Background: an optimization exercise with open tools, aiming at small area, a short achievable clock period and few clock cycles per item. Do not read the settings as production practice.
Function was checked by simulation only, so behaviour that the tests miss may differ from the original.
Power is estimated from default activity; no workload was simulated.

// fft_top
module fft_top
(
    input  logic                clk,
    input  logic                rst_n,
    input  logic                in_valid_i,
    input  logic [23:0]         din_i,
    output logic                in_ready_o,
    input  logic                credit_i,
    output logic                out_valid_o,
    output logic [31:0]         dout_o
);
Size in the first run: roughly 4800 cells after synthesis, roughly 1300 flip-flops, ~62 I/O pins, roughly 0.054 sq mm of cells after synthesis.
==> flow/config.mk <==
export PLATFORM = sky130hd
export DESIGN_NAME = fft_top
export DESIGN_NICKNAME = fft_top
export VERILOG_FILES = /design/flow/design.v
export SDC_FILE = /design/flow/constraint.sdc
export NUM_CORES = 4
export LEC_CHECK = 0
export CAP_MARGIN = 70
export CORE_MARGIN = 2
export CORE_UTILIZATION = 65
export SLEW_MARGIN = 80
==> flow/constraint.sdc <==
create_clock -name core_clock -period 12.0 [get_ports {clk}]
set_input_delay 2.4000 -clock core_clock [delete_from_list [all_inputs] [get_ports {clk}]]
set_output_delay 2.4000 -clock core_clock [all_outputs]
set_load 0.01 [all_outputs]
run.sh (not shown) runs the stock make flow with config.mk's settings and CLKGATE_MAP_FILE= SYNTH_SCRIPT=/design/flow/synth_recipe.tcl, a recipe that flattens the netlist after the stock synthesis.
Testbench counts at the start, summed over its fixed seeds: cycles 3,246, frames 192.
Rerun with:
Settings changed: CAP_MARGIN 70 to 50, CORE_UTILIZATION 65 to 60, SLEW_MARGIN 80 to 60.
Result:
- The new run produced a clean layout
- cell area goes down by 3.3%
- routed wire length goes down by 1.8%
- synthesized area does not change

---

fft_top, a different RTL version from the one above (not shown whole).
Size in the first run: ~4800 cells after synthesis, about 1300 flip-flops, about 62 I/O pins, roughly 54000 um2 of cells after synthesis.
Settings: LEC_CHECK=0, CAP_MARGIN=50, CORE_MARGIN=2, CORE_UTILIZATION=60, CTS_BUF_LIST=sky130_fd_sc_hd__clkbuf_8, SLEW_MARGIN=60; clock period 12.0 ns.
Testbench counts at the start, summed over its fixed seeds: cycles 3,246, frames 192.
Then changed:
- CTS_BUF_LIST: sky130_fd_sc_hd__clkbuf_8 -> default
Final cell count went down by a few percent.
Global-route usage barely changes.
Area after synthesis stays the same.
Routed wire length stays flat.
Register-to-register slack gets better by 0.05 ns.
Hold slack gets better by 0.0078 ns.
Sequential share of layout area went up by 0.27 points.
Then changed:
==> flow/flow/run.sh (new file) <==
#!/bin/bash
set -euo pipefail
export SETUP_SLACK_MARGIN=8.3
bash standard.sh > standard.log 2>&1
==> flow/standard.sh (new file) <==
#!/bin/bash
# synth_recipe.tcl (not shown) runs the flow's synth.tcl, then flattens the netlist and writes it again
# the make line also repeats each setting of config.mk as NAME=value (left out here)
make -C /OpenROAD-flow-scripts/flow DESIGN_CONFIG=/design/flow/config.mk WORK_HOME=/design/flow/orfs CLKGATE_MAP_FILE= SYNTH_SCRIPT=/design/flow/synth_recipe.tcl "${@:-finish}"
removed: flow/run.sh
After rerunning: Total power rose slightly. Die area is unchanged. Global-route usage rose by 0.33 points. Cell count rose slightly. Synthesized area stays the same. Routed wire length rose by a few percent. Synthesized cell count does not change. Count of clock-buffer cells in the layout fell by 8. Setup slack gains 0.47 ns.
Then changed:
==> flow/flow/run.sh (replaced) <==
#!/bin/bash
set -euo pipefail
export SETUP_SLACK_MARGIN=8.2
bash standard.sh > standard.log 2>&1
=> Core utilization shrinks by 0.59 points. Design area shrinks by 0.86%. Synthesized area stays the same. Wire length shrinks by 0.47%. Worst hold slack improves by 0.020 ns. Sequential power barely changes. Fmax shrinks by 0.99%. Worst setup slack degrades by 0.038 ns.

---

Setup of old:
fft_top again, from the RTL that the note above started with.
Settings: LEC_CHECK=0, CAP_MARGIN=50, CORE_MARGIN=2, CORE_UTILIZATION=60, CTS_CLUSTER_DIAMETER=95, CTS_CLUSTER_SIZE=26, SLEW_MARGIN=60; clock period 12.0 ns.
standard.sh (not shown) runs the stock make flow with config.mk's settings and CLKGATE_MAP_FILE= SYNTH_SCRIPT=/design/flow/synth_recipe.tcl, a recipe that flattens the netlist after the stock synthesis.
==> flow/flow/run.sh <==
#!/bin/bash
set -euo pipefail
export SETUP_SLACK_MARGIN=8.2
bash standard.sh > standard.log 2>&1
Testbench counts of old, summed over its fixed seeds: cycles 3,246, frames 192.
Changes in new relative to old:
# old
export LEC_CHECK = 0
export CAP_MARGIN = 50
export CORE_MARGIN = 2
export CORE_UTILIZATION = 60
export CTS_CLUSTER_DIAMETER = 95
export CTS_CLUSTER_SIZE = 26
export SLEW_MARGIN = 60
create_clock -name core_clock -period 12.0 [get_ports {clk}]
# new
export LEC_CHECK = 0
export CAP_MARGIN = 50
export CORE_MARGIN = 2
export CORE_UTILIZATION = 60
export SLEW_MARGIN = 60
create_clock -name core_clock -period 12.0 [get_ports {clk}]
==> flow/flow/run.sh <==
#!/bin/bash
set -euo pipefail
export SETUP_SLACK_MARGIN=8.0
bash standard.sh > standard.log 2>&1
Findings:
new ends up with a highest achievable clock rate that is 9.8 MHz lower than in old.
new vs old: number of clock buffers in the layout up in new
Summary of new over old: power per cell area +about 23%; number of buffer and inverter instances along the worst setup path lost 1.

---

== the reference run ==
Starting RTL as in the previous note.
export LEC_CHECK = 0
export CAP_MARGIN = 50
export CORE_MARGIN = 2
export CORE_UTILIZATION = 70
export CTS_CLUSTER_SIZE = 40
export SLEW_MARGIN = 60
create_clock -name core_clock -period 12.0 [get_ports {clk}]
==> flow/flow/run.sh <==
#!/bin/bash
set -euo pipefail
export SETUP_SLACK_MARGIN=8.2
bash standard.sh > standard.log 2>&1
Testbench counts of the reference run, summed over its fixed seeds: cycles 3,246, frames 192.
Input-level comparison between the trial run and the reference run:
--- a/flow/config.mk
+++ b/flow/config.mk
@@ -10,2 +10,3 @@
-export CORE_UTILIZATION = 70
-export CTS_CLUSTER_SIZE = 40
+export CORE_UTILIZATION = 60
+export CTS_CLUSTER_DIAMETER = 110
+export CTS_CLUSTER_SIZE = 30
==> comparison <==
Measured against each other, the reference run and the trial run differ in met3 track demand over resource, the lower figure coming from the trial run.
Count of clock-buffer cells in the layout was higher in the run labelled the reference run.
Diff the reference run -> the trial run: area occupied by multi-input gates about even; flip-flop and latch count about even; fraction of power consumed by combinational cells rose 0.7 points; ratio of cells with drive above 1 in the final layout fell 2.0 points; area fraction of clock buffers and clock inverters fell 4.0 points.
The trial run vs the reference run, final non-filler cell total went up by 0.33%.

-- port drivers added, routing unchanged --
How much do the figures lean on ideal ports? The routed layouts below were timed once more, with nothing changed but the port constraints.
Step 1: set_driving_cell puts a clkbuf_16 on clk and a buf_2 on each other input, an assumption about the parent block.
Step 2 also shifts input and output timing later by t, the mid clock arrival at the registers, as if the neighbouring blocks saw the same clock.
a / b / c = no drivers / after step 1 / after step 2; a / b = the first two.
run | shift t [ns] | slack for setup (ns) | hold WS [ns] | cell pins on the clock port's net
the first run of note 1 | 0.751 | 6.429 / 6.429 / 6.429 | 0.268 / 0.268 / 0.268 | 1
the second run of note 1 | 0.792 | 7.263 / 7.263 / 7.263 | 0.306 / 0.306 / 0.306 | 1
the first run of note 2 | 0.907 | 7.671 / 7.610 / 7.734 | 0.287 / 0.287 / 0.287 | 1
the second run of note 2 | 0.764 | 7.784 / 7.784 / 7.784 | 0.295 / 0.295 / 0.295 | 1
the third run of note 2 | 0.776 | 8.249 / 8.227 / 8.249 | 0.290 / 0.290 / 0.290 | 1
the fourth run of note 2 | 0.774 | 8.212 / 8.201 / 8.212 | 0.310 / 0.310 / 0.310 | 1
old | 0.748 | 8.224 / 8.194 / 8.224 | 0.322 / 0.322 / 0.322 | 1
new | 0.801 | 8.079 / 8.014 / 8.163 | 0.315 / 0.315 / 0.315 | 1
the reference run | 0.738 | 8.192 / 8.191 / 8.192 | 0.277 / 0.277 / 0.277 | 1
the trial run | 0.712 | 8.235 / 8.201 / 8.235 | 0.322 / 0.322 / 0.322 | 1
After both steps setup and hold are still met in every run listed.
